Background: an optimization exercise with open tools, aiming at small area and a short achievable clock period. Do not read the settings as production practice. Where RTL was checked, it was by simulation tests only, not by an equivalence proof against the original. Power and IR drop assume default switching activity.

// fixed_order_selector
module fixed_order_selector #(
  parameter int  SAMPLE_W   = 16,
  parameter int  BLOCK_SIZE = 4096,
  parameter int  MAX_ORDER  = 4,
  localparam int RES_W      = SAMPLE_W + MAX_ORDER,
  localparam int IDX_W      = $clog2(BLOCK_SIZE),
  localparam int SUM_W      = RES_W + IDX_W
) (
  input  logic                       iClock,
  input  logic                       iReset_n,
  input  logic                       iEnable,
  input  logic signed [SAMPLE_W-1:0] iSample,
  output logic [2:0]                 oBest,
  output logic [SUM_W-1:0]           oBestSum,
  output logic                       oValid,
  output logic                       oBlockStart
);
clock: 11.0 ns
lec_check: 0
cap_margin: 20
core_margin: 2
core_utilization: 60
slew_margin: 60
standard.sh (not shown) runs the stock make flow with config.mk's settings and CLKGATE_MAP_FILE= SYNTH_SCRIPT=/design/flow/synth_recipe.tcl, a recipe that flattens the netlist after the stock synthesis.
==> flow/flow/run.sh <==
#!/bin/bash
set -euo pipefail
export BUFFER_PORTS_ARGS="-buffer_cell sky130_fd_sc_hd__buf_2"
export CTS_ARGS="-sink_clustering_enable -repair_clock_nets -sink_clustering_size 32 -sink_clustering_max_diameter 60 -buf_list sky130_fd_sc_hd__clkbuf_16 -root_buf sky130_fd_sc_hd__clkbuf_16 -dont_use_dummy_load"
bash standard.sh > standard.log 2>&1
Then changed:
==> flow/flow/run.sh (replaced) <==
#!/bin/bash
set -euo pipefail
export BUFFER_PORTS_ARGS="-buffer_cell sky130_fd_sc_hd__buf_4"
export CTS_ARGS="-sink_clustering_enable -repair_clock_nets -sink_clustering_size 24 -sink_clustering_max_diameter 45 -buf_list sky130_fd_sc_hd__clkbuf_8 -root_buf sky130_fd_sc_hd__clkbuf_16 -dont_use_dummy_load"
bash standard.sh > standard.log 2>&1
PLACE_DENSITY = 0.85   (was not set)
The changed run went through all stages and came out clean.
Via count climbs by about 3.3%.
Global-route usage is higher by 0.30 points.
Power drops by 3.5%.
Clock skew climbs by 34 ps.
Cell area goes down by 0.87%.
Worst setup slack improves by 45 ps.
Sequential share of layout area climbs by 0.35 points.
Hold slack gets worse by 16 ps.
Then changed:
PLACE_DENSITY = not set   (was 0.85)
- The new run went through all stages and came out clean
- hold slack improved by 32 ps
- setup slack degrades by 42 ps
- design area is about the same
- wire length is lower slightly
- total power stays flat
- first-iteration DRC count decreases by a quarter to a third
- final cell count is about the same
- sequential share of layout area barely changes
- clock power came out higher by a few percent
- die area does not change
Then changed:
CORE_UTILIZATION = 45   (was 60)
PLACE_DENSITY = 0.75   (was not set)
After rerunning:
- setup slack loses 13 ps
- die area grows by 33%
- worst hold slack is better by 6.1 ps
- clock skew climbs by 31 ps
- first-iteration DRC count grows by 33%
- wire length rose by 1.1%

---

Setup of run 1:
fixed_order_selector, a different RTL version from the one above (not shown whole).
Size: about 1900 cells after synthesis, about 390 flip-flops, roughly 56 I/O pins, about 19000 um2 of cells after synthesis.
clock: 11.0 ns
lec_check: 0
cap_margin: 20
core_margin: 2
core_utilization: 60
slew_margin: 70
==> flow/flow/run.sh <==
#!/bin/bash
set -euo pipefail
export BUFFER_PORTS_ARGS="-buffer_cell sky130_fd_sc_hd__buf_4"
export CTS_ARGS="-sink_clustering_enable -repair_clock_nets -sink_clustering_size 24 -sink_clustering_max_diameter 45 -buf_list sky130_fd_sc_hd__clkbuf_8 -root_buf sky130_fd_sc_hd__clkbuf_16 -dont_use_dummy_load"
bash standard.sh > standard.log 2>&1
[inputs] run 2 vs run 1
==> flow/flow/run.sh <==
#!/bin/bash
set -euo pipefail
export BUFFER_PORTS_ARGS="-buffer_cell sky130_fd_sc_hd__buf_4"
export CTS_ARGS="-sink_clustering_enable -repair_clock_nets -sink_clustering_size 24 -sink_clustering_max_diameter 45 -sink_clustering_levels 1 -buf_list sky130_fd_sc_hd__clkbuf_8 -root_buf sky130_fd_sc_hd__clkbuf_16 -dont_use_dummy_load"
bash standard.sh > standard.log 2>&1
[summary]
- Re number of flip-flops and latches: no difference whatsoever between run 1 and run 2.
- Final hold slack came out exactly the same in run 2 and run 1.
- Looking at run 2 and run 1, the global routing usage on met1 is a wash.
- The synthesized cell count of run 2 and that of run 1 are within noise of each other.
- Run 2 and run 1 ended up with roughly the same smallest setup slack after layout.
- Compared run 1 against run 2; number of setup buffers added after CTS within noise.
- Clock share of power: run 1 vs run 2, no meaningful difference
- Run 2 and run 1 ended up with roughly the same sum of internal, switching and leakage power.
Function was not checked in any run of this note: the RTL went through the layout flow alone.

---

Starting RTL as in the previous note.
clock: 11.0 ns
lec_check: 0
cap_margin: 20
core_margin: 2
core_utilization: 70
slew_margin: 70
==> flow/flow/run.sh <==
#!/bin/bash
set -euo pipefail
export BUFFER_PORTS_ARGS="-buffer_cell sky130_fd_sc_hd__buf_4"
export CTS_ARGS="-sink_clustering_enable -repair_clock_nets -sink_clustering_size 24 -sink_clustering_max_diameter 45 -buf_list sky130_fd_sc_hd__clkbuf_8 -root_buf sky130_fd_sc_hd__clkbuf_16 -dont_use_dummy_load"
bash standard.sh > standard.log 2>&1
Next try:
Settings changed: CORE_UTILIZATION 70 to 60, SLEW_MARGIN 70 to 60.
What happened:
- maximum frequency is lower by 3.1%
- total power hardly moves
- via count shrinks by 1.4%
- count of clock-buffer cells in the layout climbs by 1
- wire length rose by 1.4%
- global-route usage is lower by 3.1 points
Function was not checked in any run of this note: the RTL went through the layout flow alone.

re-timing with driven ports:
The results above use ideal ports. As a check the final layouts listed here were re-extracted and re-timed, cells and wires unchanged. Step 1 assumes that a clkbuf_16 drives the clock port and a buf_2 every other input. Step 2, shift: input delay + t, output delay - t, t = (earliest + latest rising clock arrival at the registers) / 2. This alone moves slack from input paths to output paths. Slacks: ideal ports / drivers / drivers and shift; pairs: ideal ports / drivers.
run | shift t [ns] | slack for setup (ns) | hold WS [ns]
the first run of note 1 | 0.553 | 7.699 / 7.645 / 7.495 | 0.327 / 0.327 / 0.327
the second run of note 1 | 0.541 | 7.744 / 7.692 / 7.594 | 0.312 / 0.312 / 0.312
the third run of note 1 | 0.559 | 7.702 / 7.649 / 7.591 | 0.343 / 0.343 / 0.343
the fourth run of note 1 | 0.541 | 7.688 / 7.633 / 7.622 | 0.350 / 0.350 / 0.350
run 1 | 0.547 | 7.680 / 7.625 / 7.699 | 0.292 / 0.292 / 0.292
run 2 | 0.547 | 7.680 / 7.625 / 7.699 | 0.292 / 0.292 / 0.292
the first run of note 3 | 0.547 | 7.655 / 7.603 / 7.732 | 0.341 / 0.341 / 0.341
the second run of note 3 | 0.560 | 7.550 / 7.550 / 7.550 | 0.307 / 0.307 / 0.307
After both steps setup and hold are still met in every run listed. For the first run of note 1, which loses most, drivers alone change the setup slack by -0.054 ns; drivers and shift together by -0.204 ns.
